Source: an optimization exercise on an open RTL-to-GDS flow (aim: small area). Production flows keep margins and buffers that such runs may drop. Only simulation tests tie the RTL to the original design; equivalence was not proved. Power figures rest on the tool's default switching activity, not on a simulated workload.

<file path="flow/standard.sh">
#!/bin/bash
# synth_recipe.tcl (not shown) runs the flow's synth.tcl, then flattens the netlist and writes it again
# the make line also repeats each setting of config.mk as NAME=value (left out here)
make -C /OpenROAD-flow-scripts/flow DESIGN_CONFIG=/design/flow/config.mk WORK_HOME=/design/flow/orfs CLKGATE_MAP_FILE= SYNTH_SCRIPT=/design/flow/synth_recipe.tcl "${@:-finish}"
</file>
<file path="flow/flow/remap.ys">
# Re-map the combinational logic of the standard synthesis netlist for area.
# Flip-flop cells stay as they are (kept as black boxes), so every register
# keeps its name and cell type; only the gates between them are re-mapped.
read_liberty -ignore_miss_func @LIB@
blackbox sky130_fd_sc_hd__dfxtp_1 sky130_fd_sc_hd__edfxtp_1 sky130_fd_sc_hd__dfrtp_1 sky130_fd_sc_hd__dfstp_1 sky130_fd_sc_hd__dfxbp_1 sky130_fd_sc_hd__dfrbp_1
read_verilog @IN@
hierarchy -top pipeTop
flatten
opt -purge
abc -liberty @LIB@ -dont_use sky130_fd_sc_hd__lpflow_bleeder_1 -dont_use sky130_fd_sc_hd__lpflow_clkbufkapwr_1 -dont_use sky130_fd_sc_hd__lpflow_clkbufkapwr_16 -dont_use sky130_fd_sc_hd__lpflow_clkbufkapwr_2 -dont_use sky130_fd_sc_hd__lpflow_clkbufkapwr_4 -dont_use sky130_fd_sc_hd__lpflow_clkbufkapwr_8 -dont_use sky130_fd_sc_hd__lpflow_clkinvkapwr_1 -dont_use sky130_fd_sc_hd__lpflow_clkinvkapwr_16 -dont_use sky130_fd_sc_hd__lpflow_clkinvkapwr_2 -dont_use sky130_fd_sc_hd__lpflow_clkinvkapwr_4 -dont_use sky130_fd_sc_hd__lpflow_clkinvkapwr_8 -dont_use sky130_fd_sc_hd__lpflow_decapkapwr_12 -dont_use sky130_fd_sc_hd__lpflow_decapkapwr_3 -dont_use sky130_fd_sc_hd__lpflow_decapkapwr_4 -dont_use sky130_fd_sc_hd__lpflow_decapkapwr_6 -dont_use sky130_fd_sc_hd__lpflow_decapkapwr_8 -dont_use sky130_fd_sc_hd__lpflow_inputiso0n_1 -dont_use sky130_fd_sc_hd__lpflow_inputiso0p_1 -dont_use sky130_fd_sc_hd__lpflow_inputiso1n_1 -dont_use sky130_fd_sc_hd__lpflow_inputiso1p_1 -dont_use sky130_fd_sc_hd__lpflow_inputisolatch_1 -dont_use sky130_fd_sc_hd__lpflow_isobufsrc_1 -dont_use sky130_fd_sc_hd__lpflow_isobufsrc_16 -dont_use sky130_fd_sc_hd__lpflow_isobufsrc_2 -dont_use sky130_fd_sc_hd__lpflow_isobufsrc_4 -dont_use sky130_fd_sc_hd__lpflow_isobufsrc_8 -dont_use sky130_fd_sc_hd__lpflow_isobufsrckapwr_16 -dont_use sky130_fd_sc_hd__lpflow_lsbuf_lh_hl_isowell_tap_1 -dont_use sky130_fd_sc_hd__lpflow_lsbuf_lh_hl_isowell_tap_2 -dont_use sky130_fd_sc_hd__lpflow_lsbuf_lh_hl_isowell_tap_4 -dont_use sky130_fd_sc_hd__lpflow_lsbuf_lh_isowell_4 -dont_use sky130_fd_sc_hd__lpflow_lsbuf_lh_isowell_tap_1 -dont_use sky130_fd_sc_hd__lpflow_lsbuf_lh_isowell_tap_2 -dont_use sky130_fd_sc_hd__lpflow_lsbuf_lh_isowell_tap_4 -dont_use sky130_fd_sc_hd__probe_p_8 -dont_use sky130_fd_sc_hd__probec_p_8  -script "+strash;dch;map -a;"
opt_clean -purge
hilomap -singleton -hicell sky130_fd_sc_hd__conb_1 HI -locell sky130_fd_sc_hd__conb_1 LO
insbuf -buf sky130_fd_sc_hd__buf_4 A X
opt_clean -purge
stat -liberty @LIB@
write_verilog -noattr -noexpr -nohex -nodec @OUT@
</file>
<file path="flow/flow/run.sh">
#!/bin/bash
# The standard layout with three changes:
#  - after the standard synthesis, the gates between the registers are
#    re-mapped by Yosys/ABC for area (registers untouched, see remap.ys);
#  - clock tree synthesis without dummy loads;
#  - port buffers of the smallest buffer.
# Each tool's output goes to its own log in this folder.
set -euo pipefail
export CTS_ARGS="-sink_clustering_enable -repair_clock_nets -dont_use_dummy_load $(cat flow/cts_args.txt)"
export BUFFER_PORTS_ARGS="-buffer_cell sky130_fd_sc_hd__buf_1"
R=orfs/results/${FLOW_PLATFORM}/pipeTop/base
LIB=${FLOW_HOME}/platforms/${FLOW_PLATFORM}/lib/sky130_fd_sc_hd__tt_025C_1v80.lib
YOSYS=yosys
if [[ -x ${FLOW_HOME}/../tools/install/yosys/bin/yosys ]]; then YOSYS=${FLOW_HOME}/../tools/install/yosys/bin/yosys; fi
bash standard.sh synth > standard_synth.log 2>&1
cp $R/1_2_yosys.v standard_netlist.v
sed -e "s|@LIB@|$LIB|g" -e "s|@IN@|$PWD/standard_netlist.v|" -e "s|@OUT@|$PWD/remapped.v|" flow/remap.ys > remap_run.ys
$YOSYS -q -s remap_run.ys -l remap_yosys.log > /dev/null 2>&1
cp remapped.v $R/1_2_yosys.v
rm -f $R/1_synth.odb $R/1_synth.sdc
bash standard.sh > standard_flow.log 2>&1
</file>
<file path="flow/design.v">
package pipePkg;
	localparam int DATA_W = 16;
	localparam int SI_W = 10;
	typedef logic [SI_W-1:0] sInstrT;
endpackage
`timescale 1ns/1ps
module apbHostPort
(
	input  logic        CLK,
	input  logic        PSEL,
	input  logic        PENABLE,
	input  logic        PWRITE,
	input  logic [11:0] PADDR,
	input  logic [31:0] PWDATA,
	input  logic [5:0]  ph,
	input  logic        running,
	input  logic        pcDone,
	input  logic [1:0]  rfBits,
	output logic [31:0] PRDATA,
	output logic        PREADY,
	output logic        PSLVERR,
	output logic        regWe,
	output logic [1:0]  regWdata,
	output logic        imemWe,
	output logic        runStart
);
	logic       inImem;
	logic       inReg;
	logic       isCtrl;
	logic       isPc;
	logic       imemHit;
	logic       rdy;
	logic       done;
	logic       turn;
	logic [2:0] bph;
	logic [7:0] rdq [2];
	logic [1:0] rdIn;
	assign bph = ph[2:0];
	assign inImem = PADDR[11:8] == 4'h0;
	assign inReg  = PADDR[11:6] == 6'b000100;
	assign isCtrl = PADDR[11:2] == 10'h080;
	assign isPc   = PADDR[11:2] == 10'h081;
	assign PSLVERR = ~(inImem | inReg | isCtrl | (isPc & ~PWRITE));
	assign imemHit = ph[3:0] == {PADDR[2], PADDR[7:5]};
	always_comb
	begin
		if (PWRITE)
		begin
			if (inReg)
				rdy = (bph == 3'd7) & turn;
			else if (inImem)
				rdy = imemHit;
			else
				rdy = 1'b1;
		end
		else
			rdy = (bph == 3'd0) & turn;
	end
	assign PREADY = rdy;
	assign done   = PSEL & PENABLE & rdy;
	always_ff @(posedge CLK)
		turn <= PSEL & ~done & (turn | (bph == 3'd0));
	assign regWe    = PSEL & PWRITE & inReg;
	assign regWdata = PWDATA[2 * bph +: 2];
	assign imemWe   = done & PWRITE & inImem;
	assign runStart = done & PWRITE & isCtrl & PWDATA[0] & ~running;
	assign rdIn[0] = inReg ? rfBits[0]
		: (isCtrl & running & (bph == 3'd0)) | (isPc & pcDone & (bph == 3'd3));
	assign rdIn[1] = inReg & rfBits[1];
	for (genvar l = 0; l < 2; l++) begin : lane
		always_ff @(posedge CLK)
			rdq[l] <= {rdIn[l], rdq[l][7:1]};
		for (genvar k = 0; k < 8; k++) begin : bitk
			assign PRDATA[2 * k + l] = rdq[l][k];
		end
	end
	assign PRDATA[31:16] = '0;
endmodule
`timescale 1ns/1ps
module instrFetch
(
	input  logic                  CLK,
	input  logic [3:0]            wrPointEn,
	input  pipePkg::sInstrT       wrData,
	output pipePkg::sInstrT       rdData
);
	logic [63:0] ring [pipePkg::SI_W];
	for (genvar i = 0; i < pipePkg::SI_W; i++) begin : bitr
		assign rdData[i] = ring[i][63];
		for (genvar k = 0; k < 4; k++) begin : quarter
			always_ff @(posedge CLK)
				ring[i][16 * k +: 16] <= {ring[i][16 * k +: 15],
					wrPointEn[k] ? wrData[i] : ring[i][(16 * k + 63) % 64]};
		end
	end
endmodule
`timescale 1ns/1ps
module decodeRegFile
(
	input  logic       CLK,
	input  logic [3:0] rdIdx,
	input  logic       we,
	input  logic [3:0] wrIdx,
	input  logic [1:0] wrBits,
	output logic [1:0] rdBits
);
	logic [7:0] ring [16][2];
	logic [1:0] tap [16];
	for (genvar r = 0; r < 16; r++) begin : reg_r
		for (genvar l = 0; l < 2; l++) begin : lane
			assign tap[r][l] = ring[r][l][7];
			always_ff @(posedge CLK)
				ring[r][l] <= {ring[r][l][6:0], (we && wrIdx == 4'(r)) ? wrBits[l] : ring[r][l][7]};
		end
	end
	assign rdBits = tap[rdIdx];
endmodule
`timescale 1ns/1ps
module subtractStage
(
	input  logic [31:0]     word,
	output pipePkg::sInstrT sInstr
);
	logic any;
	assign any = word[31] | word[30] | word[29] | word[28];
	assign sInstr = {word[29] | word[28], word[30] | word[28], any ? word[7:4] : word[3:0], word[3:0]};
endmodule
`timescale 1ns/1ps
module addStage
(
	input  logic       CLK,
	input  logic [1:0] op,
	input  logic [2:0] bph,
	input  logic [1:0] x,
	output logic [1:0] sum
);
	logic c0, c1, ci, k0, k1, cq;
	assign c0 = (op == 2'd1) | ((op == 2'd2) & (bph == 3'd1)) | ((op == 2'd3) & (bph == 3'd0));
	assign c1 = (op == 2'd1) & (bph != 3'd0);
	assign ci = (bph != 3'd0) & cq;
	assign sum[0] = x[0] ^ c0 ^ ci;
	assign k0     = (x[0] & c0) | (x[0] & ci) | (c0 & ci);
	assign sum[1] = x[1] ^ c1 ^ k0;
	assign k1     = (x[1] & c1) | (x[1] & k0) | (c1 & k0);
	always_ff @(posedge CLK)
		cq <= k1;
endmodule
`timescale 1ns/1ps
module pipeTop
(
	input  logic        CLK,
	input  logic        RSTB,
	input  logic        PSEL,
	input  logic        PENABLE,
	input  logic        PWRITE,
	input  logic [11:0] PADDR,
	input  logic [31:0] PWDATA,
	output logic [31:0] PRDATA,
	output logic        PREADY,
	output logic        PSLVERR
);
	logic [5:0]      ph;
	logic [3:0]      slotHi;
	logic [1:0]      wrPoint;
	logic            running;
	logic            pcDone;
	logic            runStart;
	logic            runEnd;
	logic            execOn;
	logic            regWe;
	logic [1:0]      regWdata;
	logic            imemWe;
	logic [3:0]      imemPointWe;
	pipePkg::sInstrT imemWdata;
	pipePkg::sInstrT tapInstr;
	pipePkg::sInstrT nextInstr;
	pipePkg::sInstrT nextInstrD;
	pipePkg::sInstrT curInstr;
	logic [1:0]      rfBits;
	logic [1:0]      sum;
	logic            rfWe;
	logic [3:0]      rfRdIdx;
	logic [3:0]      rfWrIdx;
	logic [1:0]      rfWbits;
	always_ff @(posedge CLK or negedge RSTB)
	begin
		if (!RSTB)
			ph <= '0;
		else
			ph <= ph + 6'd1;
	end
	always_ff @(posedge CLK)
	begin
		if (runStart)
			slotHi <= 4'd15;
		else if (ph == 6'd63)
			slotHi <= slotHi + 4'd1;
	end
	assign runEnd = running & slotHi[3] & ~slotHi[0] & (ph == 6'd7);
	assign execOn = running & (slotHi != 4'd15) & ((slotHi != 4'd0) | (ph[5:3] != 3'd0));
	always_ff @(posedge CLK or negedge RSTB)
	begin
		if (!RSTB)
		begin
			running <= 1'b0;
			pcDone  <= 1'b0;
		end
		else
		begin
			if (runStart)
				running <= 1'b1;
			else if (runEnd)
				running <= 1'b0;
			if (runEnd)
				pcDone <= 1'b1;
		end
	end
	apbHostPort u_apbHostPort (
		.CLK, .PSEL, .PENABLE, .PWRITE, .PADDR, .PWDATA,
		.ph, .running, .pcDone, .rfBits,
		.PRDATA, .PREADY, .PSLVERR,
		.regWe, .regWdata, .imemWe, .runStart
	);
	subtractStage u_subtractStage (.word(PWDATA), .sInstr(imemWdata));
	assign wrPoint = ph[5:4] - PADDR[4:3];
	for (genvar k = 0; k < 4; k++) begin : pwe
		assign imemPointWe[k] = imemWe & (wrPoint == 2'(k));
	end
	instrFetch u_instrFetch (
		.CLK, .wrPointEn(imemPointWe), .wrData(imemWdata), .rdData(tapInstr)
	);
	assign nextInstrD = (ph[2:0] == slotHi[2:0]) ? tapInstr : nextInstr;
	always_ff @(posedge CLK)
	begin
		nextInstr <= nextInstrD;
		if (ph[2:0] == 3'd7)
			curInstr <= nextInstrD;
	end
	addStage u_addStage (
		.CLK, .op(curInstr[9:8]), .bph(ph[2:0]), .x(rfBits), .sum
	);
	assign rfRdIdx = running ? curInstr[3:0] : PADDR[5:2];
	assign rfWrIdx = running ? curInstr[7:4] : PADDR[5:2];
	assign rfWe    = running ? execOn : regWe;
	assign rfWbits = running ? sum : regWdata;
	decodeRegFile u_decodeRegFile (
		.CLK, .rdIdx(rfRdIdx), .we(rfWe), .wrIdx(rfWrIdx), .wrBits(rfWbits), .rdBits(rfBits)
	);
endmodule
</file>
<file path="flow/constraint.sdc">
create_clock -name core_clock -period 5.0 [get_ports {CLK}]
set_input_delay 1.0000 -clock core_clock [delete_from_list [all_inputs] [get_ports {CLK}]]
set_output_delay 1.0000 -clock core_clock [all_outputs]
set_load 0.01 [all_outputs]
</file>
<file path="flow/flow/cts_args.txt">
-buf_list sky130_fd_sc_hd__clkbuf_8 -sink_clustering_size 20 -sink_clustering_max_diameter 60
</file>
<file path="flow/config.mk">
export PLATFORM = sky130hd
export DESIGN_NAME = pipeTop
export DESIGN_NICKNAME = pipeTop
export VERILOG_FILES = /design/flow/design.v
export SDC_FILE = /design/flow/constraint.sdc
export NUM_CORES = 4
export LEC_CHECK = 0
export ABC_AREA = 1
export CAP_MARGIN = 20
export CORE_MARGIN = 2
export CORE_UTILIZATION = 40
export SLEW_MARGIN = 20
</file>
==> results of run 1 <==
-- critical path: stages, from the launching register on --
cell and delay (ns):
dfrtp_1 0.72, nor2_1 0.20, a21oi_1 0.30, clkinv_1 0.14
nor2_1 0.34, clkinv_1 0.15, nor2_1 0.19, clkinv_1 0.13
o21ai_0 0.25, buf_4 0.19, nor2_1 0.04, nor2_1 0.08
clkinv_1 0.10, nor2_1 0.16, clkinv_1 0.10, nand2_1 0.07
nand2_1 0.05, o21ai_1 0.15, buf_4 0.25, a21oi_1 0.09
-- power by group --
group / switching [mW] / internal [mW] / leakage, nW
Sequential: 0.00275 / 7.55 / 7.63
Combinational: 0.0328 / 0.0124 / 0.873
Clock: 1.98 / 0.990 / 0.395
Total: 2.02 / 8.56 / 8.90
-- cell usage in the layout (no fill, tap or decap) --
cell type / count
dfxtp_1: 928
nor2_1: 105
nand2_1: 74
clkbuf_8: 55
buf_1: 52
a21oi_1: 48
o21ai_0: 47
clkinv_1: 46
nand3_1: 30
conb_1: 16
mux2_2: 10
edfxtp_1: 10
buf_4: 10
nand4_1: 9
nor3_1: 8
dfrtp_1: 8
a22oi_1: 7
xor2_1: 7
o221ai_1: 3
and3_2: 3
nor4_1: 2
xnor2_1: 2
a31oi_1: 2
a311oi_1: 2
or2_2: 2
a32o_1: 1
o311ai_0: 1
and2_2: 1
o22ai_1: 1
a31o_2: 1
o2111a_1: 1
a21boi_0: 1
o21ai_1: 1
o41ai_1: 1
a32oi_1: 1
nor3b_1: 1
nand3b_1: 1
nor4_2: 1
-- layout make-up --
type                            instances  area share, %
Timing Repair Buffer                   62           1.17
Inverter                               46          0.749
Tap cell                              688           3.73
Sequential cell                       946           82.8
Clock buffer                           55           3.28
Multi-Input combinational cell        390           8.29
-- state kept, by name, summed over array words and instances (netlist names) --
register / flops
curInstr: 10
nextInstr: 10
ph: 6
u_decodeRegFile.ring: 256
running: 1
u_apbHostPort.rdq: 16
u_instrFetch.ring: 640
slotHi: 4
u_apbHostPort.turn: 1
u_addStage.cq: 1
pcDone: 1
-- per-stage QoR --
stage	power (mW)	worst slack [ns]	utilization (%)	area [µm²]
3_5_place_dp	7.77	0.804	42.4	22300
5_1_grt	11.0	0.736	43.9	23100
6_report	10.6	1.08	43.9	23100
3_3_place_gp	7.77	0.858	42.4	22300
4_1_cts	10.7	1.11	43.9	23100
2_1_floorplan	7.76	0.970	-	21300
-- layer usage --
layer	up-vias	global-route usage [%]
met4	0	3.79
met1	4248	15.8
met3	63	2.78
li1	4558	-
met2	190	15.6
met5	-	0
-- worst min-delay path by stage --
stage / from / endpoint / slack (ns)
after floorplan: u_decodeRegFile.ring[0][0]$_DFF_P_ / u_decodeRegFile.ring[0][1]$_DFF_P_ / 0.31
after global placement: u_decodeRegFile.ring[17][3]$_DFF_P_ / u_decodeRegFile.ring[17][4]$_DFF_P_ / 0.31
after detailed placement: u_instrFetch.ring[9][18]$_DFF_P_ / u_instrFetch.ring[9][19]$_DFF_P_ / 0.31
after CTS: u_instrFetch.ring[6][19]$_DFF_P_ / u_instrFetch.ring[6][20]$_DFF_P_ / 0.17
after global routing: u_instrFetch.ring[6][19]$_DFF_P_ / u_instrFetch.ring[6][20]$_DFF_P_ / 0.18
final: u_instrFetch.ring[6][19]$_DFF_P_ / u_instrFetch.ring[6][20]$_DFF_P_ / 0.18
==> results.ini, run 1 <==
[status]
status=no timing/DRC/antenna violations

[setup_path]
r2r_end=u_decodeRegFile.ring[27][0]$_DFF_P_
cp_data_required_time_ns=5.46
crit_start=running$_DFFE_PN0P_
reg2reg_from=running$_DFFE_PN0P_
cp-start-kind=flop
end_kind=flop
crit_fanout=18
setup.worst_path.class=flop to flop
r2r_cells=19
reg2reg_slack_ns=1.08
arrival_ns=4.38
crit_end=u_decodeRegFile.ring[27][0]$_DFF_P_

[drt]
drt_iter0_drc=542
wl_um=29000
via_per_inst=4.14
drt-met1-wl_um=14900
detail-route-antenna-nets=0
met3_wirelength_um=1520
drc=0
drtPass1Iterations=5
route.met2.wl_um=11800
wl_per_cell_um=13.3
vias=9059
maxUsedRoutingLayer=met4

[power]
p_leak_nw=8.90
irDropWorstVdd_mv=0.208
powerDensity_nw_per_um2=459

[timing]
worstMarginPinSlew_ns=0.853
finalHoldViolCount=0
setup_viol=0
period_share_pct=78.4
clock_skew_ns=0.138
fin_setup_tns_ns=0
report.final.slew_viol_count=0
rsz0062_at_grt=no
fin_crit_ns=3.92
hold_slack_ns=0.183
timing.fmax_ghz=0.255
slew_headroom_pct=42.6

[floorplanning]
rows=84
die_w_um=234
initial_core_util_pct=40.4
die_area_um2=54900
ios=83
die_y_um=234
design.core.area_um2=52600

[clocking]
path_clk_slew_ns=0.12
clock-root-buffer=clkbuf_8
cts-hold-fix-buffers=0
clockBufferDepth=3
clock_latency_ns=0.69
numCtsBuffers=55
cts.repair.resized=0
htree_num_levels=2
post-cts-setup-buffers=0
cts_tree=built
numClockSinks=946

[final_layout]
syn_to_final_growth_pct=8.63
regArea_um2=19100
multi_input_area_um2=1910
final_nets=1550
fillers=4676
drive_above_1_share_pct=5.54
fin_cells=2187
diodes=0

[global_routing]
first_global_vias=8711
overflow=0
grt.total_usage_pct=10.9
grt_antenna_before_repair=0
grt_max_degree=21
grt_pass1_wl_um=46100

[worst_hold_path]
worstHoldPathCells=0
holdCritPathClass=flop to flop

[logic_synthesis]
synth_area_um2=21200
syn_inst=1383
ys_warn_count=9
avgSynthCellArea_um2=15.3

[placement]
numPlacedInstances=2132
dp.final_hpwl_um=18000
io_buffers=52
place_congestion=0.866

[job]
maxCapViolCount=0

==> inputs of run 2 (changes only) <==
==> flow/flow/cts_args.txt (replaced) <==
-buf_list sky130_fd_sc_hd__clkbuf_8 -sink_clustering_size 22 -sink_clustering_max_diameter 50
--- a/flow/config.mk
+++ b/flow/config.mk
@@ -9,4 +9,4 @@
 export CAP_MARGIN = 20
 export CORE_MARGIN = 2
-export CORE_UTILIZATION = 40
+export CORE_UTILIZATION = 55
 export SLEW_MARGIN = 20
==> run 2 against run 1 <==
Net effect: count of clock-buffer cells in the layout fell by 3; fmax rose by 3.5%; die area fell by 27%; first-iteration DRC count fell by 18%; synthesized cell count did not move; clock power fell by 2%; sequential share of layout area rose by 0.90 points; sequential cell count did not move; critical endpoint is now u_decodeRegFile.ring[17][0]$_DFF_P_; largest cell class unchanged.
==> results.ini, run 2 <==
[final_layout]
syn_to_final_growth_pct=7.46
most-common-layout-cells=dfxtp_1, nor2_1, nand2_1, clkbuf_8, buf_1
final_nets=1549  ; -0.065%
largest_reg_flops=640  ; unchanged
largestRegisters=u_instrFetch.ring (640), u_decodeRegFile.ring (256), u_apbHostPort.rdq (16)
drive_above_1_share_pct=5.47  ; -0.063 points
top_register=u_instrFetch.ring
fillers=2949  ; -37%
final_area_um2=22800  ; -1.1%
final_common_cell=dfxtp_1
diodes=0  ; unchanged

[global_routing]
grt.total_usage_pct=14.4  ; +3.6 points
grt_antenna_before_repair=0  ; unchanged
grt_pass1_wl_um=45400  ; -1.6%
first_global_vias=8589  ; -1.4%
grt_max_degree=23  ; +9.5%
overflow=0  ; unchanged

[placement]
io_buffers=52  ; unchanged
place_congestion=0.840  ; -3.0%
dp.final_hpwl_um=18100  ; +0.61%
placed_cell_area_um2=22100  ; -0.93%

[timing]
slew_headroom_pct=46.0  ; +3.4 points
timing.fmax_ghz=0.264  ; +3.5%
period_share_pct=75.8  ; -2.6 points
fin_setup_tns_ns=0  ; unchanged
rsz0062_at_grt=no
worstMarginPinSlew_ns=0.802  ; -0.0504 ns
report.final.slew_viol_count=0  ; unchanged
clock_skew_ns=0.0520  ; -0.0857 ns
fin_crit_ns=3.79  ; -0.131 ns
setup_viol=0  ; unchanged
finalHoldViolCount=0  ; unchanged

[setup_path]
cp-start-kind=flop
setup.worst_path.class=flop to flop
arrival_ns=4.27  ; -0.11 ns
crit_fanout=18  ; unchanged
reg2reg_slack_ns=1.21  ; +0.13 ns
reg2reg_from=running$_DFFE_PN0P_
r2r_cells=19  ; unchanged
end_kind=flop
r2r_end=u_decodeRegFile.ring[17][0]$_DFF_P_
cp_data_required_time_ns=5.48  ; +0.02 ns

[clocking]
numCtsBuffers=52  ; -5.5%
post-cts-setup-buffers=0  ; unchanged
clock_latency_ns=0.66  ; -0.03 ns
clockBufferDepth=3  ; unchanged
clock-root-buffer=clkbuf_8
path_clk_slew_ns=0.12  ; about the same
cts_tree=built
numClockSinks=946  ; unchanged
cts.repair.resized=0  ; unchanged
cts-hold-fix-buffers=0  ; unchanged
htree_num_levels=2  ; unchanged

[drt]
drt-met1-wl_um=14900  ; -0.14%
route.met2.wl_um=11400  ; -2.9%
wl_um=28700  ; -1.1%
via_per_inst=4.51  ; +8.9%
drc=0  ; unchanged
wl_per_cell_um=14.3  ; +7.6%
vias=9059  ; unchanged
detail-route-antenna-nets=0  ; unchanged
drtPass1Iterations=4  ; -1
maxUsedRoutingLayer=met4
drt_iter0_drc=444  ; -18%
met3_wirelength_um=1560  ; +2.5%

[logic_synthesis]
avgSynthCellArea_um2=15.3  ; unchanged
ys_warn_count=9  ; unchanged
synth_area_um2=21200  ; unchanged
syn_inst=1383  ; unchanged

[floorplanning]
die_y_um=200  ; -14%
ios=83  ; unchanged
die_w_um=200  ; -14%
die_area_um2=40200  ; -27%
design.core.area_um2=37800  ; -28%
rows=71  ; -15%
initial_core_util_pct=56.1  ; +16 points

[job]
maxCapViolCount=0  ; unchanged

[power]
irDropWorstVdd_mv=0.329  ; +58%
powerDensity_nw_per_um2=460  ; +0.37%
p_leak_nw=8.89  ; -0.15%

[status]
status=no timing/DRC/antenna violations

[worst_hold_path]
holdCritPathClass=primary input to asynchronous set/reset pin

==> run 2: worst max-delay path: stages, from the launching register on <==
cell	delay, ns
dfrtp_1	0.71
nor2_1	0.15
a21oi_1	0.27
clkinv_1	0.15
nor2_1	0.35
clkinv_1	0.17
nor2_1	0.18
clkinv_1	0.13
o21ai_0	0.24
buf_4	0.19
nor2_1	0.04
nor2_1	0.09
clkinv_1	0.10
nor2_1	0.16
clkinv_1	0.11
nand2_1	0.07
nand2_1	0.05
o21ai_1	0.14
buf_4	0.24
a21oi_1	0.10
==> run 2: where the power goes <==
group	leakage, nW	internal, mW	switching [mW]	total (mW)
Sequential	7.63	7.55	0.00275	7.56
Combinational	0.882	0.0124	0.0321	0.0446
Clock	0.374	0.941	1.96	2.90
Total	8.89	8.51	1.99	10.5
==> run 2: area by class of cell <==
class                   count  area, µm²  share of cell area [%]
multi-input cells         390       1910                    8.38
clock buffers              52        716                    3.14
repair buffers             64        285                    1.25
inverters                  46        173                   0.757
well taps                 511        639                    2.80
flip-flops and latches    946      19100                    83.7
==> run 2: worst max-delay path by stage <==
| stage | from | end | slack [ns] | cells past startpoint |
|---|---|---|---|---|
| after global placement | PADDR[5] | u_decodeRegFile.ring[7][0]$_DFF_P_ | 0.97 | 21 |
| after CTS | running$_DFFE_PN0P_ | u_decodeRegFile.ring[17][0]$_DFF_P_ | 1.25 | 19 |
| final | running$_DFFE_PN0P_ | u_decodeRegFile.ring[17][0]$_DFF_P_ | 1.21 | 19 |
| after global routing | running$_DFFE_PN0P_ | u_decodeRegFile.ring[17][0]$_DFF_P_ | 0.88 | 19 |
| after floorplan | PADDR[5] | u_decodeRegFile.ring[11][0]$_DFF_P_ | 0.97 | 18 |
| after detailed placement | PADDR[5] | u_decodeRegFile.ring[17][0]$_DFF_P_ | 0.87 | 21 |
==> run 2: per-layer routing <==
metal / up-vias / global-route usage [%]
met2: 179 / 20.7
met1: 4247 / 21.4
met3: 65 / 3.70
li1: 4568 / -
met5: - / 0
met4: 0 / 4.92
==> run 2: per-stage QoR <==
stage | total power [mW] | std cells | setup WS, ns | utilization (%) | hold WS (ns)
5_1_grt | 10.9 | 2009 | 0.875 | 60.3 | 0.254
4_1_cts | 10.6 | 2009 | 1.25 | 60.3 | 0.227
3_5_place_dp | 7.77 | 1957 | 0.874 | 58.4 | 0.312
2_1_floorplan | 7.76 | 1398 | 0.970 | - | 0.310
6_report | 10.5 | 2009 | 1.21 | 60.3 | 0.276
3_3_place_gp | 7.77 | 1957 | 0.973 | 58.4 | 0.310
==> inputs of run 3 (changes only) <==
--- a/flow/design.v
+++ b/flow/design.v
@@ -9,5 +9,4 @@
 	input  logic        CLK,
 	input  logic        PSEL,
-	input  logic        PENABLE,
 	input  logic        PWRITE,
 	input  logic [11:0] PADDR,
@@ -58,5 +57,5 @@
 	end
 	assign PREADY = rdy;
-	assign done   = PSEL & PENABLE & rdy;
+	assign done   = PSEL & rdy;
 	always_ff @(posedge CLK)
 		turn <= PSEL & ~done & (turn | (bph == 3'd0));
@@ -217,5 +216,5 @@
 	end
 	apbHostPort u_apbHostPort (
-		.CLK, .PSEL, .PENABLE, .PWRITE, .PADDR, .PWDATA,
+		.CLK, .PSEL, .PWRITE, .PADDR, .PWDATA,
 		.ph, .running, .pcDone, .rfBits,
 		.PRDATA, .PREADY, .PSLVERR,
--- a/flow/flow/remap.ys
+++ b/flow/flow/remap.ys
@@ -10,5 +10,6 @@
 abc -liberty @LIB@ -dont_use sky130_fd_sc_hd__lpflow_bleeder_1 -dont_use sky130_fd_sc_hd__lpflow_clkbufkapwr_1 -dont_use sky130_fd_sc_hd__lpflow_clkbufkapwr_16 -dont_use sky130_fd_sc_hd__lpflow_clkbufkapwr_2 -dont_use sky130_fd_sc_hd__lpflow_clkbufkapwr_4 -dont_use sky130_fd_sc_hd__lpflow_clkbufkapwr_8 -dont_use sky130_fd_sc_hd__lpflow_clkinvkapwr_1 -dont_use sky130_fd_sc_hd__lpflow_clkinvkapwr_16 -dont_use sky130_fd_sc_hd__lpflow_clkinvkapwr_2 -dont_use sky130_fd_sc_hd__lpflow_clkinvkapwr_4 -dont_use sky130_fd_sc_hd__lpflow_clkinvkapwr_8 -dont_use sky130_fd_sc_hd__lpflow_decapkapwr_12 -dont_use sky130_fd_sc_hd__lpflow_decapkapwr_3 -dont_use sky130_fd_sc_hd__lpflow_decapkapwr_4 -dont_use sky130_fd_sc_hd__lpflow_decapkapwr_6 -dont_use sky130_fd_sc_hd__lpflow_decapkapwr_8 -dont_use sky130_fd_sc_hd__lpflow_inputiso0n_1 -dont_use sky130_fd_sc_hd__lpflow_inputiso0p_1 -dont_use sky130_fd_sc_hd__lpflow_inputiso1n_1 -dont_use sky130_fd_sc_hd__lpflow_inputiso1p_1 -dont_use sky130_fd_sc_hd__lpflow_inputisolatch_1 -dont_use sky130_fd_sc_hd__lpflow_isobufsrc_1 -dont_use sky130_fd_sc_hd__lpflow_isobufsrc_16 -dont_use sky130_fd_sc_hd__lpflow_isobufsrc_2 -dont_use sky130_fd_sc_hd__lpflow_isobufsrc_4 -dont_use sky130_fd_sc_hd__lpflow_isobufsrc_8 -dont_use sky130_fd_sc_hd__lpflow_isobufsrckapwr_16 -dont_use sky130_fd_sc_hd__lpflow_lsbuf_lh_hl_isowell_tap_1 -dont_use sky130_fd_sc_hd__lpflow_lsbuf_lh_hl_isowell_tap_2 -dont_use sky130_fd_sc_hd__lpflow_lsbuf_lh_hl_isowell_tap_4 -dont_use sky130_fd_sc_hd__lpflow_lsbuf_lh_isowell_4 -dont_use sky130_fd_sc_hd__lpflow_lsbuf_lh_isowell_tap_1 -dont_use sky130_fd_sc_hd__lpflow_lsbuf_lh_isowell_tap_2 -dont_use sky130_fd_sc_hd__lpflow_lsbuf_lh_isowell_tap_4 -dont_use sky130_fd_sc_hd__probe_p_8 -dont_use sky130_fd_sc_hd__probec_p_8  -script "+strash;dch;map -a;"
 opt_clean -purge
-hilomap -singleton -hicell sky130_fd_sc_hd__conb_1 HI -locell sky130_fd_sc_hd__conb_1 LO
+hilomap -hicell sky130_fd_sc_hd__conb_1 HI -locell sky130_fd_sc_hd__conb_1 LO
+opt_clean -purge
 insbuf -buf sky130_fd_sc_hd__buf_4 A X
 opt_clean -purge
==> run 3 against run 2 <==
Net effect: still clean; non-clock buffer count is 4 lower; via count is 0.24% lower; sequential power barely moved; synthesized cell count barely moved; routed wire length up 0.15%; total power rose by 0.68%.
==> results.ini, run 3 <==
[worst_hold_path]
holdCritPathClass=primary input to asynchronous set/reset pin

[drt]
drt_iter0_drc=454  ; +2.3%
wl_um=28700  ; +0.15%
vias=9037  ; -0.24%
drtPass1Iterations=6  ; +2
drc=0  ; unchanged
via_per_inst=4.50  ; -0.24%
detail-route-antenna-nets=0  ; unchanged
wl_per_cell_um=14.3  ; +0.15%

[global_routing]
overflow=0  ; unchanged
grt_pass1_wl_um=44400  ; -2.3%
first_global_vias=8471  ; -1.4%
grt_max_degree=23  ; unchanged
grt.total_usage_pct=14.8  ; +0.35 points
grt_antenna_before_repair=1  ; +1

[logic_synthesis]
ys_warn_count=9  ; unchanged
synth_area_um2=21100  ; -0.40%
avgSynthCellArea_um2=15.3  ; -0.47%
syn_inst=1384  ; +0.072%

[placement]
place_congestion=0.834  ; -0.74%
io_buffers=51  ; -1.9%
dp.final_hpwl_um=18500  ; +2.2%

[clocking]
clockBufferDepth=3  ; unchanged
clock_latency_ns=0.67  ; about the same
cts_tree=built
post-cts-setup-buffers=0  ; unchanged
cts.repair.resized=0  ; unchanged
path_clk_slew_ns=0.12  ; about the same
numClockSinks=946  ; unchanged
numCtsBuffers=53  ; +1.9%
cts-hold-fix-buffers=0  ; unchanged
clock-root-buffer=clkbuf_8
htree_num_levels=2  ; unchanged

[timing]
slew_headroom_pct=57.1  ; +11 points
report.final.slew_viol_count=0  ; unchanged
clock_skew_ns=0.0793  ; +0.0273 ns
fin_crit_ns=4.06  ; +0.266 ns
hold_slack_ns=0.247  ; -0.0288 ns
period_share_pct=81.1  ; +5.3 points
setup_viol=0  ; unchanged
rsz0062_at_grt=no
finalHoldViolCount=0  ; unchanged
timing.fmax_ghz=0.247  ; -6.6%
worstMarginPinSlew_ns=0.638  ; -0.164 ns
fin_setup_tns_ns=0  ; unchanged

[floorplanning]
design.core.area_um2=37800  ; -0.23%
die_w_um=200  ; -0.19%
initial_core_util_pct=56.0  ; -0.090 points
die_y_um=200  ; -0.19%
die_area_um2=40000  ; -0.39%
rows=71  ; unchanged
ios=83  ; unchanged

[power]
powerDensity_nw_per_um2=464  ; +0.82%
p_leak_nw=8.89  ; about the same
total_power_mw=10.6  ; +0.68%
irDropWorstVdd_mv=0.342  ; +4.0%

[final_layout]
largest_reg_flops=640  ; unchanged
multi_input_area_um2=1900  ; -0.65%
largestRegisters=u_instrFetch.ring (640), u_decodeRegFile.ring (256), u_apbHostPort.rdq (16)
most-common-layout-cells=dfxtp_1, nor2_1, nand2_1, clkbuf_8, a21oi_1
syn_to_final_growth_pct=7.74
drive_above_1_share_pct=5.14  ; -0.33 points
fillers=2903  ; -1.6%
top_register=u_instrFetch.ring
final_common_cell=dfxtp_1
final_nets=1548  ; -0.065%
regArea_um2=19100  ; unchanged

[setup_path]
crit_chain=clkinv_1, nor2_1, clkinv_1, nor2_1, clkinv_1, o311ai_0, nand2_1, o31ai_1, buf_1
crit_fanout=6  ; -12
reg2reg_from=ph[1]$_DFF_PN0_
cp-start-kind=flop
setup.worst_path.class=flop to output pin
crit_start=ph[1]$_DFF_PN0_
end_kind=output pin
crit_top_cell=clkinv_1
arrival_ns=3.06  ; -1.21 ns
crit_path_top_delay_cell=dfrtp_1
cp_data_required_time_ns=4.00  ; -1.48 ns
cpPeakStageDelay_ns=0.50  ; -0.21 ns

[status]
status=no timing/DRC/antenna violations

[job]
maxCapViolCount=0  ; unchanged

==> run 3: worst paths after layout <==
kind,cells past startpoint,end,slack (ns)
worst min register to register,0,u_instrFetch.ring[7][35]$_DFF_P_,0.26
worst min-delay path,1,ph[1]$_DFF_PN0_,0.25
worst max-delay path,9,PREADY,0.94
worst max register to register,10,u_instrFetch.ring[9][16]$_DFF_P_,1.09
max in group asynchronous,1,ph[5]$_DFF_PN0_,4.35
min in group core_clock,0,u_instrFetch.ring[7][35]$_DFF_P_,0.26
==> run 3: report_power, final <==
part,internal [mW],switching [mW]
logic,0.0133,0.0369
clock network,0.958,1.97
registers,7.58,0.00923
==> run 3: final cells by class <==
class	instances	area share [%]
Antenna cell	1	0.0110
Clock buffer	53	3.20
Inverter	44	0.725
Multi-Input combinational cell	394	8.34
Sequential cell	946	83.8
Tap cell	511	2.81
Timing Repair Buffer	60	1.14
==> run 3: metal layers <==
metal	track usage, %	vias to the layer above	part of all wire (%)
li1	-	4586	-
met1	21.1	4221	51
met2	21.7	166	41
met3	3.93	64	4.8
met4	5.93	0	3.0
met5	0	-	0
==> run 3: critical path: cells and delay by family, from the launching register on <==
kind / cells / cell delay [ns]
AOI/OAI and AO/OA: 2 / 0.49
buffers and inverters: 4 / 0.69
and+or+nand+nor: 3 / 0.69
DFF: 1 / 0.50
==> run 3: metrics by stage <==
stage          setup slack, ns  utilization, %  cells  cell area, µm²
3_5_place_dp             0.926            58.4   1955           22000
6_report                 0.945            60.3   2009           22800
4_1_cts                  0.867            60.3   2008           22800
2_1_floorplan             1.37               -   1384           21100
3_3_place_gp             0.946            58.4   1955           22000
5_1_grt                  0.593            60.3   2008           22800
==> inputs of run 4 (changes only) <==
==> flow/flow/cts_args.txt (replaced) <==
-buf_list sky130_fd_sc_hd__clkbuf_16 -sink_clustering_size 36 -sink_clustering_max_diameter 45
==> run 4 against run 3 <==
Net effect: cell count hardly changed; still clean on timing, DRC and antenna; hold slack gained 0.037 ns; non-clock buffer count stayed put; utilization up 1.5 points; first-iteration DRC count increased by 3.3%.
==> results.ini, run 4 <==
[status]
status=no timing/DRC/antenna violations

[setup_path]
cp_data_required_time_ns=4.00  ; about the same
arrival_ns=2.96  ; -0.10 ns
reg2reg_from=ph[0]$_DFF_PN0_
crit_path_top_delay_cell=nor2_1
r2r_end=u_instrFetch.ring[9][16]$_DFF_P_
cp-start-kind=flop
setup.worst_path.class=flop to output pin
cpPeakStageDelay_ns=0.46  ; -0.04 ns
crit_fanout=6  ; unchanged
reg2reg_slack_ns=1.13  ; +0.04 ns
end_kind=output pin
crit_chain=clkinv_1, nor2_1, clkinv_1, nor2_1, clkinv_1, o311ai_0, nand2_1, o31ai_1, buf_1
crit_top_cell=clkinv_1
r2r_cells=10  ; unchanged

[floorplanning]
rows=71  ; unchanged
initial_core_util_pct=56.0  ; unchanged
die_w_um=200  ; unchanged
die_y_um=200  ; unchanged
design.core.area_um2=37800  ; unchanged
die_area_um2=40000  ; unchanged
ios=83  ; unchanged

[final_layout]
fin_util_pct=61.8  ; +1.5 points
drive_above_1_share_pct=5.08  ; -0.063 points
largest_reg_flops=640  ; unchanged
largestRegisters=u_instrFetch.ring (640), u_decodeRegFile.ring (256), u_apbHostPort.rdq (16)
final_common_cell=dfxtp_1
most-common-layout-cells=dfxtp_1, nor2_1, nand2_1, a21oi_1, clkbuf_16
final_nets=1547  ; -0.065%
top_register=u_instrFetch.ring
syn_to_final_growth_pct=10.4

[timing]
slew_headroom_pct=59.0  ; +2.0 points
worstMarginPinSlew_ns=0.609  ; -0.0291 ns
finalHoldViolCount=0  ; unchanged
fin_crit_ns=3.96  ; -0.0999 ns
period_share_pct=79.1  ; -2.0 points
setup_viol=0  ; unchanged
clock_skew_ns=0.0567  ; -0.0226 ns
timing.fmax_ghz=0.253  ; +2.5%
fin_setup_tns_ns=0  ; unchanged
report.final.slew_viol_count=0  ; unchanged
rsz0062_at_grt=no

[global_routing]
grt_pass1_wl_um=44900  ; +1.2%
grt_max_degree=37  ; +61%
first_global_vias=8518  ; +0.55%
overflow=0  ; unchanged
grt_antenna_before_repair=0  ; -1
grt.total_usage_pct=15.0  ; +0.16 points
use_met2_pct=22.2  ; +0.51 points
globalRouteMet3Util_pct=3.28  ; -0.66 points
grt-busiest-layer=met2
grt_use_met1_pct=21.2  ; +0.10 points

[drt]
wl_um=29100  ; +1.2%
via_per_inst=4.52  ; +0.38%
drtPass1Iterations=5  ; -1
drt_iter0_drc=469  ; +3.3%
detail-route-antenna-nets=0  ; unchanged
vias=9067  ; +0.33%
drc=0  ; unchanged
wl_per_cell_um=14.5  ; +1.3%

[logic_synthesis]
ys_warn_count=9  ; unchanged
syn_inst=1384  ; unchanged
synth_area_um2=21100  ; unchanged
avgSynthCellArea_um2=15.3  ; unchanged

[clocking]
cts_tree=built
clock-root-buffer=clkbuf_16
numCtsBuffers=52  ; -1.9%
clockBufferDepth=3  ; unchanged
numClockSinks=946  ; unchanged
clock_latency_ns=0.61  ; -0.06 ns
cts-hold-fix-buffers=0  ; unchanged
path_clk_slew_ns=0.12  ; about the same
htree_num_levels=2  ; unchanged
post-cts-setup-buffers=0  ; unchanged
cts.repair.resized=0  ; unchanged

[worst_hold_path]
min_to=u_instrFetch.ring[9][4]$_DFF_P_
worstHoldPathCells=0
worstHoldStart=u_instrFetch.ring[9][3]$_DFF_P_
holdCritPathClass=flop to flop

[power]
irDropWorstVdd_mv=0.372  ; +8.7%
powerDensity_nw_per_um2=497  ; +7.0%
p_leak_nw=9.15  ; +2.9%

[placement]
place_congestion=0.834  ; unchanged
dp.final_hpwl_um=18500  ; unchanged
io_buffers=51  ; unchanged

[job]
maxCapViolCount=0  ; unchanged

## run 4: routing by layer
metal	share of wire, %	up-vias
met1	50	4224
met3	5.0	79
li1	-	4595
met5	0	-
met4	3.6	0
met2	41	169
## run 4: final cells by class
cell class                      instances  area [µm²]
Antenna cell                            1        2.50
Clock buffer                           52        1300
Fill cell                            2840       14400
Inverter                               44         165
Multi-Input combinational cell        394        1900
Sequential cell                       946       19100
Tap cell                              511         639
Timing Repair Buffer                   60         259
## run 4: critical path: cells and delay by family, from the launching register on
kind,cells,cell delay (ns)
AO/OA/AOI/OAI,2,0.50
buffers and inverters,4,0.73
flip-flops,1,0.43
AND/OR/NAND/NOR,3,0.73
## run 4: power breakdown
group          internal [mW]  switching (mW)
combinational         0.0133          0.0368
sequential              7.58         0.00935
clock                   1.84            2.11
## run 4: per-stage QoR
stage	worst slack, ns	hold WS (ns)	power (mW)	cells	cell area [µm²]
finish	1.04	0.284	11.6	2008	23300
global route	0.753	0.287	12.0	2007	23300
CTS	1.02	0.289	11.7	2007	23300
detailed placement	0.926	0.312	7.82	1955	22000
global placement	0.946	0.310	7.81	1955	22000
floorplan	1.37	0.310	7.78	1384	21100
## run 4: how the worst max path moves through the flow
| stage | from | endpoint |
|---|---|---|
| 6_report | ph[0]$_DFF_PN0_ | PREADY |
| 5_1_grt | ph[1]$_DFF_PN0_ | u_instrFetch.ring[9][16]$_DFF_P_ |
| 4_1_cts | ph[0]$_DFF_PN0_ | PREADY |
| 3_5_place_dp | PADDR[2] | u_decodeRegFile.ring[11][0]$_DFF_P_ |
| 3_3_place_gp | PADDR[2] | u_decodeRegFile.ring[29][0]$_DFF_P_ |
| 2_1_floorplan | PADDR[2] | u_decodeRegFile.ring[11][0]$_DFF_P_ |
==> inputs of run 5 (changes only) <==
==> flow/flow/cts_args.txt (replaced) <==
-buf_list sky130_fd_sc_hd__clkbuf_8 -sink_clustering_size 21 -sink_clustering_max_diameter 50
--- a/flow/config.mk
+++ b/flow/config.mk
@@ -10,3 +10,4 @@
 export CORE_MARGIN = 2
 export CORE_UTILIZATION = 55
+export GPL_TIMING_DRIVEN = 0
 export SLEW_MARGIN = 20
==> run 5 against run 4 <==
Net effect: cell area decreased by 2.4%; clock skew increased by 0.017 ns; cell count decreased by 0.15%; via count decreased by 0.69%; hold slack got worse by 0.023 ns; utilization decreased by 1.5 points; sequential power about the same; setup slack got worse by 0.54 ns; area after synthesis unchanged.
==> results.ini, run 5 <==
[status]
status=no timing/DRC/antenna violations

[final_layout]
final_common_cell=dfxtp_1
fin_cells=2005  ; -0.15%
regArea_um2=19100  ; unchanged
final_nets=1545  ; -0.13%
top_register=u_instrFetch.ring
drive_above_1_share_pct=5.15  ; +0.074 points
diodes=0  ; -1
largest_reg_flops=640  ; unchanged
syn_to_final_growth_pct=7.85
largestRegisters=u_instrFetch.ring (640), u_decodeRegFile.ring (256), u_apbHostPort.rdq (16)
fin_util_pct=60.4  ; -1.5 points
most-common-layout-cells=dfxtp_1, nor2_1, nand2_1, clkbuf_8, a21oi_1
multi_input_area_um2=1920  ; +1.2%
fillers=2894  ; +1.9%

[global_routing]
overflow=0  ; unchanged
grt.total_usage_pct=14.8  ; -0.13 points
grt_antenna_before_repair=0  ; unchanged
grt_max_degree=22  ; -41%
grt_pass1_wl_um=44600  ; -0.63%
first_global_vias=8529  ; +0.13%

[setup_path]
cp-start-kind=flop
crit_fanout=20  ; +14
setup.worst_path.class=flop to flop
cp_data_required_time_ns=5.52  ; +1.52 ns
path_buf_inv=3  ; -1
crit_top_cell=clkinv_1
crit_start=ph[0]$_DFF_PN0_
crit_path_top_delay_cell=nand3_1
cpLargestDelayFamily=simple AND/OR/NAND/NOR gates
reg2reg_from=ph[0]$_DFF_PN0_
crit_chain=clkinv_1, nor2_1, clkinv_1, nor2_4, clkinv_1, o311ai_0, nor3b_1, nand3_1, o21ai_0
cpPeakStageDelay_ns=0.92  ; +0.46 ns
end_kind=flop
arrival_ns=5.02  ; +2.06 ns

[clocking]
path_clk_slew_ns=0.11  ; about the same
cts.repair.resized=0  ; unchanged
cts-hold-fix-buffers=0  ; unchanged
clock-root-buffer=clkbuf_8
htree_num_levels=2  ; unchanged
clock_latency_ns=0.67  ; +0.06 ns
numClockSinks=946  ; unchanged
cts_tree=built
post-cts-setup-buffers=0  ; unchanged
numCtsBuffers=55  ; +5.8%
clockBufferDepth=3  ; unchanged

[power]
p_leak_nw=8.89  ; -2.8%
clockPowerShare_pct=28.0  ; -6.1 points
irDropWorstVdd_mv=0.368  ; -1.2%
swShare_pct=19.2  ; +0.57 points
p_seq_share_pct=71.5  ; +6.0 points
pwr-share-comb_pct=0.5  ; about the same
switchingPower_mw=2.03  ; -5.6%
powerDensity_nw_per_um2=466  ; -6.2%
p_int_mw=8.59  ; -9.0%

[timing]
fin_crit_ns=4.50  ; +0.541 ns
hold_slack_ns=0.261  ; -0.0229 ns
setup_viol=0  ; unchanged
worstMarginPinSlew_ns=1.09  ; +0.479 ns
period_share_pct=89.9  ; +11 points
slew_headroom_pct=27.2  ; -32 points
timing.fmax_ghz=0.222  ; -12%
rsz0062_at_grt=no
report.final.slew_viol_count=0  ; unchanged
finalHoldViolCount=0  ; unchanged
clock_skew_ns=0.0738  ; +0.0171 ns
fin_ws_ns=0.504  ; -0.541 ns

[floorplanning]
die_y_um=200  ; unchanged
design.core.area_um2=37800  ; unchanged
die_w_um=200  ; unchanged
rows=71  ; unchanged
ios=83  ; unchanged
die_area_um2=40000  ; unchanged
initial_core_util_pct=56.0  ; unchanged

[logic_synthesis]
synth_area_um2=21100  ; unchanged
ys_warn_count=9  ; unchanged
avgSynthCellArea_um2=15.3  ; unchanged
syn_inst=1384  ; unchanged

[placement]
place_congestion=0.841  ; +0.78%
dp.final_hpwl_um=18300  ; -1.2%
place_ws_ns=0.185  ; -0.741 ns
numPlacedInstances=1949  ; -0.31%
io_buffers=51  ; unchanged

[drt]
wl_um=28600  ; -1.8%
drtPass1Iterations=4  ; -1
wl_per_cell_um=14.2  ; -1.7%
drc=0  ; unchanged
drt_iter0_drc=492  ; +4.9%
via_per_inst=4.49  ; -0.55%
detail-route-antenna-nets=0  ; unchanged
vias=9004  ; -0.69%

[worst_hold_path]
holdCritPathClass=primary input to asynchronous set/reset pin

[job]
maxCapViolCount=0  ; unchanged

-- run 5: power groups by stage --
stage	logic [mW]	clock network, mW	registers [mW]
6_report	0.0505	2.98	7.59
5_1_grt	0.0569	3.39	7.60
4_1_cts	0.0510	3.11	7.59
3_5_place_dp	0.0508	0	7.77
3_3_place_gp	0.0495	0	7.76
2_1_floorplan	0.0230	0	7.76
-- run 5: cell type report --
class / count / share of cell area [%]
Sequential cell: 946 / 83.7
Multi-Input combinational cell: 394 / 8.43
Clock buffer: 55 / 3.32
Tap cell: 511 / 2.80
Timing Repair Buffer: 55 / 1.03
Inverter: 44 / 0.725
-- run 5: path summary, 6_finish.rpt --
kind                                                  endpoint  slack [ns]  cells past startpoint
setup reg to reg              u_instrFetch.ring[9][32]$_DFF_P_        0.50                      9
setup / recovery              u_instrFetch.ring[9][32]$_DFF_P_        0.50                      9
hold reg to reg            u_decodeRegFile.ring[24][1]$_DFF_P_        0.27                      0
max in group asynchronous                      ph[1]$_DFF_PN0_        4.34                      1
hold / removal                                 ph[0]$_DFF_PN0_        0.26                      1
min in group core_clock    u_decodeRegFile.ring[24][1]$_DFF_P_        0.27                      0
-- run 5: per-stage QoR --
stage | area, µm² | power [mW] | setup TNS, ns
after floorplan | 21100 | 7.78 | 0
after global routing | 22800 | 11.0 | 0
final | 22800 | 10.6 | 0
after detailed placement | 22000 | 7.82 | 0
after CTS | 22800 | 10.8 | 0
after global placement | 22000 | 7.81 | -2.07
-- run 5: routing by layer --
| layer | share of wire [%] | vias up | global-route usage [%] |
|---|---|---|---|
| li1 | - | 4557 | - |
| met1 | 51 | 4219 | 21.4 |
| met2 | 41 | 155 | 21.1 |
| met3 | 4.9 | 73 | 3.73 |
| met4 | 3.8 | 0 | 6.78 |
| met5 | 0 | - | 0 |
==> inputs of run 6 (changes only) <==
--- a/flow/flow/run.sh
+++ b/flow/flow/run.sh
@@ -9,4 +9,5 @@
 export CTS_ARGS="-sink_clustering_enable -repair_clock_nets -dont_use_dummy_load $(cat flow/cts_args.txt)"
 export BUFFER_PORTS_ARGS="-buffer_cell sky130_fd_sc_hd__buf_1"
+export SKIP_REPAIR_TIE_FANOUT=1
 R=orfs/results/${FLOW_PLATFORM}/pipeTop/base
 LIB=${FLOW_HOME}/platforms/${FLOW_PLATFORM}/lib/sky130_fd_sc_hd__tt_025C_1v80.lib
==> flow/flow/cts_args.txt (replaced) <==
-buf_list sky130_fd_sc_hd__clkbuf_8 -sink_clustering_size 20 -sink_clustering_max_diameter 50
--- a/flow/flow/remap.ys
+++ b/flow/flow/remap.ys
@@ -10,7 +10,7 @@
 abc -liberty @LIB@ -dont_use sky130_fd_sc_hd__lpflow_bleeder_1 -dont_use sky130_fd_sc_hd__lpflow_clkbufkapwr_1 -dont_use sky130_fd_sc_hd__lpflow_clkbufkapwr_16 -dont_use sky130_fd_sc_hd__lpflow_clkbufkapwr_2 -dont_use sky130_fd_sc_hd__lpflow_clkbufkapwr_4 -dont_use sky130_fd_sc_hd__lpflow_clkbufkapwr_8 -dont_use sky130_fd_sc_hd__lpflow_clkinvkapwr_1 -dont_use sky130_fd_sc_hd__lpflow_clkinvkapwr_16 -dont_use sky130_fd_sc_hd__lpflow_clkinvkapwr_2 -dont_use sky130_fd_sc_hd__lpflow_clkinvkapwr_4 -dont_use sky130_fd_sc_hd__lpflow_clkinvkapwr_8 -dont_use sky130_fd_sc_hd__lpflow_decapkapwr_12 -dont_use sky130_fd_sc_hd__lpflow_decapkapwr_3 -dont_use sky130_fd_sc_hd__lpflow_decapkapwr_4 -dont_use sky130_fd_sc_hd__lpflow_decapkapwr_6 -dont_use sky130_fd_sc_hd__lpflow_decapkapwr_8 -dont_use sky130_fd_sc_hd__lpflow_inputiso0n_1 -dont_use sky130_fd_sc_hd__lpflow_inputiso0p_1 -dont_use sky130_fd_sc_hd__lpflow_inputiso1n_1 -dont_use sky130_fd_sc_hd__lpflow_inputiso1p_1 -dont_use sky130_fd_sc_hd__lpflow_inputisolatch_1 -dont_use sky130_fd_sc_hd__lpflow_isobufsrc_1 -dont_use sky130_fd_sc_hd__lpflow_isobufsrc_16 -dont_use sky130_fd_sc_hd__lpflow_isobufsrc_2 -dont_use sky130_fd_sc_hd__lpflow_isobufsrc_4 -dont_use sky130_fd_sc_hd__lpflow_isobufsrc_8 -dont_use sky130_fd_sc_hd__lpflow_isobufsrckapwr_16 -dont_use sky130_fd_sc_hd__lpflow_lsbuf_lh_hl_isowell_tap_1 -dont_use sky130_fd_sc_hd__lpflow_lsbuf_lh_hl_isowell_tap_2 -dont_use sky130_fd_sc_hd__lpflow_lsbuf_lh_hl_isowell_tap_4 -dont_use sky130_fd_sc_hd__lpflow_lsbuf_lh_isowell_4 -dont_use sky130_fd_sc_hd__lpflow_lsbuf_lh_isowell_tap_1 -dont_use sky130_fd_sc_hd__lpflow_lsbuf_lh_isowell_tap_2 -dont_use sky130_fd_sc_hd__lpflow_lsbuf_lh_isowell_tap_4 -dont_use sky130_fd_sc_hd__probe_p_8 -dont_use sky130_fd_sc_hd__probec_p_8  -script "+strash;dch;map -a;"
 opt_clean -purge
-hilomap -hicell sky130_fd_sc_hd__conb_1 HI -locell sky130_fd_sc_hd__conb_1 LO
+hilomap -singleton -hicell sky130_fd_sc_hd__conb_1 HI -locell sky130_fd_sc_hd__conb_1 LO
 opt_clean -purge
-insbuf -buf sky130_fd_sc_hd__buf_4 A X
+
 opt_clean -purge
 stat -liberty @LIB@
==> run 6 against run 5 <==
Net effect: still clean on timing, DRC and antenna; clock power is essentially flat; global-route usage is essentially flat; count of clock-buffer cells in the layout is 2 higher; sequential power about the same; via count decreased by 0.40%; critical path type unchanged; highest routed layer unchanged.
==> results.ini, run 6 <==
[global_routing]
first_global_vias=8588  ; +0.69%
grt.total_usage_pct=14.8  ; about the same
overflow=0  ; unchanged
grt_pass1_wl_um=44600  ; about the same
grt_antenna_before_repair=0  ; unchanged
grt_max_degree=21  ; -4.5%

[power]
irDropWorstVdd_mv=0.313  ; -15%
p_leak_nw=8.86  ; -0.35%
powerDensity_nw_per_um2=468  ; +0.35%

[final_layout]
regArea_um2=19100  ; unchanged
syn_to_final_growth_pct=8.13
fillers=2929  ; +1.2%
largest_reg_flops=640  ; unchanged
drive_above_1_share_pct=5.46  ; +0.31 points
top_register=u_instrFetch.ring
final_common_cell=dfxtp_1
largestRegisters=u_instrFetch.ring (640), u_decodeRegFile.ring (256), u_apbHostPort.rdq (16)
final_nets=1534  ; -0.71%
most-common-layout-cells=dfxtp_1, nor2_1, nand2_1, clkbuf_8, a21oi_1
diodes=0  ; unchanged
multi_input_area_um2=1890  ; -1.7%

[timing]
timing.fmax_ghz=0.226  ; +1.4%
fin_setup_tns_ns=0  ; unchanged
hold_slack_ns=0.251  ; -0.0101 ns
report.final.slew_viol_count=0  ; unchanged
worstMarginPinSlew_ns=0.758  ; -0.330 ns
period_share_pct=88.7  ; -1.3 points
rsz0062_at_grt=no
finalHoldViolCount=0  ; unchanged
slew_headroom_pct=49.3  ; +22 points
setup_viol=0  ; unchanged
clock_skew_ns=0.0526  ; -0.0212 ns
fin_ws_ns=0.567  ; +0.0633 ns
fin_crit_ns=4.43  ; -0.0633 ns

[clocking]
clockBufferDepth=3  ; unchanged
clock-root-buffer=clkbuf_8
path_clk_slew_ns=0.12  ; about the same
post-cts-setup-buffers=0  ; unchanged
clock_latency_ns=0.66  ; about the same
cts_tree=built
numCtsBuffers=57  ; +3.6%
cts.repair.resized=0  ; unchanged
numClockSinks=946  ; unchanged
cts-hold-fix-buffers=0  ; unchanged
htree_num_levels=2  ; unchanged

[setup_path]
cp-start-kind=flop
crit_top_cell=clkinv_1
cpPeakStageDelay_ns=0.75  ; -0.17 ns
crit_fanout=14  ; -30%
cp_data_required_time_ns=5.51  ; about the same
arrival_ns=4.95  ; -0.07 ns
end_kind=flop
crit_chain=clkinv_1, nor2_1, clkinv_1, nor2_4, clkinv_1, o311ai_0, nor3b_2, nand4_1, o21ai_0
setup.worst_path.class=flop to flop
crit_path_top_delay_cell=nand4_1

[floorplanning]
initial_core_util_pct=56.0  ; about the same
rows=71  ; unchanged
die_area_um2=39900  ; -0.26%
die_y_um=200  ; -0.13%
die_w_um=200  ; -0.13%
design.core.area_um2=37700  ; -0.24%
ios=83  ; unchanged

[drt]
via_per_inst=4.50  ; +0.15%
vias=8968  ; -0.40%
drt_iter0_drc=393  ; -20%
drc=0  ; unchanged
wl_um=29500  ; +3.1%
detail-route-antenna-nets=0  ; unchanged
drtPass1Iterations=4  ; unchanged
wl_per_cell_um=14.8  ; +3.7%

[worst_hold_path]
holdCritPathClass=primary input to asynchronous set/reset pin

[placement]
place_congestion=0.804  ; -4.4%
io_buffers=51  ; unchanged
place_ws_ns=0.169  ; -0.0157 ns
dp.final_hpwl_um=18300  ; about the same

[logic_synthesis]
syn_inst=1369  ; -1.1%
synth_area_um2=21100  ; -0.27%
avgSynthCellArea_um2=15.4  ; +0.83%
ys_warn_count=9  ; unchanged

[job]
maxCapViolCount=0  ; unchanged

[status]
status=no timing/DRC/antenna violations

## run 6: per-layer routing
layer | track usage [%] | routed length [µm] | vias to the layer above
li1 | - | - | 4565
met4 | 6.67 | 1020 | 0
met3 | 3.24 | 1410 | 66
met5 | 0 | 0 | -
met1 | 21.3 | 15000 | 4185
met2 | 21.7 | 12000 | 152
## run 6: through the flow
stage / total power [mW] / cells / cell area (µm²) / utilization, %
global route: 11.1 / 1994 / 22800 / 60.5
global placement: 7.81 / 1931 / 21900 / 58.2
floorplan: 7.78 / 1369 / 21100 / -
finish: 10.7 / 1994 / 22800 / 60.5
CTS: 10.8 / 1991 / 22700 / 60.4
detailed placement: 7.82 / 1934 / 22000 / 58.3
## run 6: path summary, 6_finish.rpt
kind,start,to,slack (ns),depth (start not counted)
setup / recovery,ph[0]$_DFF_PN0_,u_instrFetch.ring[8][0]$_DFF_P_,0.57,9
hold / removal,RSTB,ph[2]$_DFF_PN0_,0.25,1
setup reg to reg,ph[0]$_DFF_PN0_,u_instrFetch.ring[8][0]$_DFF_P_,0.57,9
hold reg to reg,u_decodeRegFile.ring[11][4]$_DFF_P_,u_decodeRegFile.ring[11][5]$_DFF_P_,0.28,0
max in group asynchronous,RSTB,ph[5]$_DFF_PN0_,4.39,1
min in group core_clock,u_decodeRegFile.ring[11][4]$_DFF_P_,u_decodeRegFile.ring[11][5]$_DFF_P_,0.28,0
## run 6: power breakdown
part           total [mW]  leakage, nW  internal [mW]  switching (mW)
combinational      0.0520        0.806         0.0134          0.0386
sequential           7.59         7.64           7.58         0.00949
clock                3.01        0.410           1.02            1.99
## run 6: area by class of cell
class	count	area share (%)
well taps	511	2.81
multi-input cells	381	8.29
inverters	44	0.725
clock buffers	57	3.44
flip-flops and latches	946	83.7
repair buffers	55	1.04
## run 6: critical path, delay by kind of cell, from the launching register on
family / cells / cell delay [ns]
AOI/OAI and AO/OA: 2 / 1.02
buffers and inverters: 3 / 0.59
DFF: 1 / 0.49
and+or+nand+nor: 4 / 2.19
==> inputs of run 7 (changes only) <==
==> flow/flow/cts_args.txt (replaced) <==
-buf_list {sky130_fd_sc_hd__clkbuf_8 sky130_fd_sc_hd__clkbuf_4} -sink_clustering_size 22 -sink_clustering_max_diameter 45
--- a/flow/config.mk
+++ b/flow/config.mk
@@ -10,4 +10,3 @@
 export CORE_MARGIN = 2
 export CORE_UTILIZATION = 55
-export GPL_TIMING_DRIVEN = 0
 export SLEW_MARGIN = 20
==> run 7 against run 6 <==
Net effect: cell area barely moved; non-clock buffer count increased by 4; area after synthesis is the same; total power increased by 0.30%; synthesized cell count stayed put; cell count is 0.20% higher; count of clock-buffer cells in the layout rose by 2; hold slack worse by 0.016 ns; clock skew rose by 0.022 ns; sequential cell count did not move; sequential power barely moved; critical endpoint is now PREADY; largest power group unchanged.
==> results.ini, run 7 <==
[timing]
report.final.slew_viol_count=0  ; unchanged
hold_slack_ns=0.235  ; -0.0161 ns
fin_crit_ns=4.08  ; -0.356 ns
setup_viol=0  ; unchanged
worstMarginPinSlew_ns=0.649  ; -0.109 ns
timing.fmax_ghz=0.245  ; +8.7%
slew_headroom_pct=56.3  ; +6.9 points
finalHoldViolCount=0  ; unchanged
fin_setup_tns_ns=0  ; unchanged
clock_skew_ns=0.0749  ; +0.0223 ns
rsz0062_at_grt=no
period_share_pct=81.5  ; -7.1 points

[final_layout]
drive_above_1_share_pct=5.51  ; +0.053 points
fin_cells=1998  ; +0.20%
final_area_um2=22800  ; about the same
largestRegisters=u_instrFetch.ring (640), u_decodeRegFile.ring (256), u_apbHostPort.rdq (16)
multi_input_area_um2=1840  ; -2.5%
largest_reg_flops=640  ; unchanged
syn_to_final_growth_pct=8.11  ; about the same
final_nets=1538  ; +0.26%
final_common_cell=dfxtp_1
most-common-layout-cells=dfxtp_1, nor2_1, nand2_1, clkbuf_8, a21oi_1
regArea_um2=19100  ; unchanged
diodes=0  ; unchanged
top_register=u_instrFetch.ring
fillers=2906  ; -0.79%

[floorplanning]
initial_core_util_pct=56.0  ; unchanged
rows=71  ; unchanged
die_w_um=200  ; unchanged
design.core.area_um2=37700  ; unchanged
die_area_um2=39900  ; unchanged
ios=83  ; unchanged
die_y_um=200  ; unchanged

[clocking]
clock_latency_ns=0.65  ; about the same
cts-hold-fix-buffers=0  ; unchanged
htree_num_levels=2  ; unchanged
cts.repair.resized=0  ; unchanged
post-cts-setup-buffers=0  ; unchanged
path_clk_slew_ns=0.12  ; about the same
numCtsBuffers=59  ; +3.5%
cts_tree=built
clockBufferDepth=3  ; unchanged
clock-root-buffer=clkbuf_8
numClockSinks=946  ; unchanged

[power]
clockPowerShare_pct=28.5  ; +0.2 points
powerDensity_nw_per_um2=469  ; +0.32%
switchingPower_mw=2.04  ; about the same
p_leak_nw=8.88  ; +0.24%
pwr-share-comb_pct=0.5  ; about the same
p_int_mw=8.65  ; +0.39%
irDropWorstVdd_mv=0.288  ; -7.8%
swShare_pct=19.0  ; -0.070 points
total_power_mw=10.7  ; +0.30%
p_seq_share_pct=71.0  ; -0.2 points

[placement]
io_buffers=51  ; unchanged
numPlacedInstances=1939  ; +0.26%
placed_cell_area_um2=22000  ; about the same
dp.final_hpwl_um=17700  ; -2.9%
place_congestion=0.853  ; +6.1%

[logic_synthesis]
synth_area_um2=21100  ; unchanged
ys_warn_count=9  ; unchanged
syn_inst=1369  ; unchanged
avgSynthCellArea_um2=15.4  ; unchanged

[status]
status=no timing/DRC/antenna violations

[drt]
drt_iter0_drc=412  ; +4.8%
drc=0  ; unchanged
vias=8924  ; -0.49%
wl_um=28400  ; -3.5%
drtPass1Iterations=4  ; unchanged
via_per_inst=4.47  ; -0.69%
wl_per_cell_um=14.2  ; -3.7%
detail-route-antenna-nets=0  ; unchanged

[setup_path]
cpPeakStageDelay_ns=0.48  ; -0.27 ns
arrival_ns=3.08  ; -1.87 ns
path_buf_inv=4  ; +1
crit_top_cell=clkinv_1
crit_fanout=6  ; -8
end_kind=output pin
crit_chain=clkinv_1, nor2_1, clkinv_1, nor2_1, clkinv_1, o311ai_0, nand2_1, o31ai_1, buf_1
cpLargestDelayFamily=buffers and inverters
setup.worst_path.class=flop to output pin
cp_data_required_time_ns=4.00  ; -1.51 ns
crit_path_top_delay_cell=dfrtp_1
cp-start-kind=flop

[global_routing]
first_global_vias=8646  ; +0.68%
grt.total_usage_pct=14.9  ; +0.049 points
grt_max_degree=23  ; +9.5%
overflow=0  ; unchanged
grt_antenna_before_repair=0  ; unchanged
grt_pass1_wl_um=44900  ; +0.65%

[job]
maxCapViolCount=0  ; unchanged

[worst_hold_path]
holdCritPathClass=flop to flop

[run 7: per-layer routing]
layer | vias to the layer above | GRT usage [%] | part of all wire [%]
li1 | 4577 | - | -
met5 | - | 0 | 0
met4 | 0 | 6.36 | 3.3
met1 | 4116 | 21.2 | 52
met3 | 70 | 3.97 | 4.8
met2 | 161 | 21.6 | 40
[run 7: metrics by stage]
step	worst slack, ns	util, %
floorplan	1.37	-
global placement	1.00	58.3
detailed placement	0.926	58.3
CTS	0.862	60.5
global route	0.562	60.5
finish	0.923	60.5
[run 7: worst paths after layout]
path / start / to / slack [ns] / cells past startpoint
max reg2reg: running$_DFFE_PN0P_ / u_decodeRegFile.ring[27][0]$_DFF_P_ / 1.46 / 17
max in group asynchronous: RSTB / running$_DFFE_PN0P_ / 4.32 / 1
min reg2reg: u_instrFetch.ring[6][37]$_DFF_P_ / u_instrFetch.ring[6][38]$_DFF_P_ / 0.24 / 0
min in group asynchronous: RSTB / ph[0]$_DFF_PN0_ / 0.29 / 1
max: ph[0]$_DFF_PN0_ / PREADY / 0.92 / 9
min: u_instrFetch.ring[6][37]$_DFF_P_ / u_instrFetch.ring[6][38]$_DFF_P_ / 0.24 / 0
[run 7: power by group through the flow]
stage	Sequential [mW]	Combinational, mW	Clock, mW
after global routing	7.60	0.0551	3.45
after CTS	7.59	0.0493	3.18
after detailed placement	7.77	0.0491	0
after global placement	7.76	0.0484	0
final	7.59	0.0489	3.05
after floorplan	7.76	0.0230	0
[run 7: worst reg2reg max path, cell delays in order, from the launching register on]
cell      delay (ns)
dfrtp_1         0.67
nor2_1          0.13
a21oi_1         0.26
clkinv_1        0.14
nor2_1          0.47
a22oi_1         0.20
nor3_1          0.18
nor3_1          0.06
nand2_1         0.12
clkinv_1        0.14
o21ai_0         0.10
nand2_1         0.08
and2_2          0.19
nor2_1          0.09
a21oi_1         0.07
a32oi_1         0.16
buf_4           0.27
a21oi_1         0.11
[run 7: layout make-up]
class,count,share of cell area (%)
tap,511,2.81
multi-input combinational,379,8.09
timing repair buffer,59,1.10
inverter,44,0.725
sequential,946,83.7
clock buffer,59,3.56

Check on run 7: ideal ports give 0.923 ns setup slack; a clkbuf_16 on the clock port and buf_2 on the inputs give 0.877 ns; moving port delays by the midpoint clock arrival (0.677 ns) as well gives 0.884 ns.
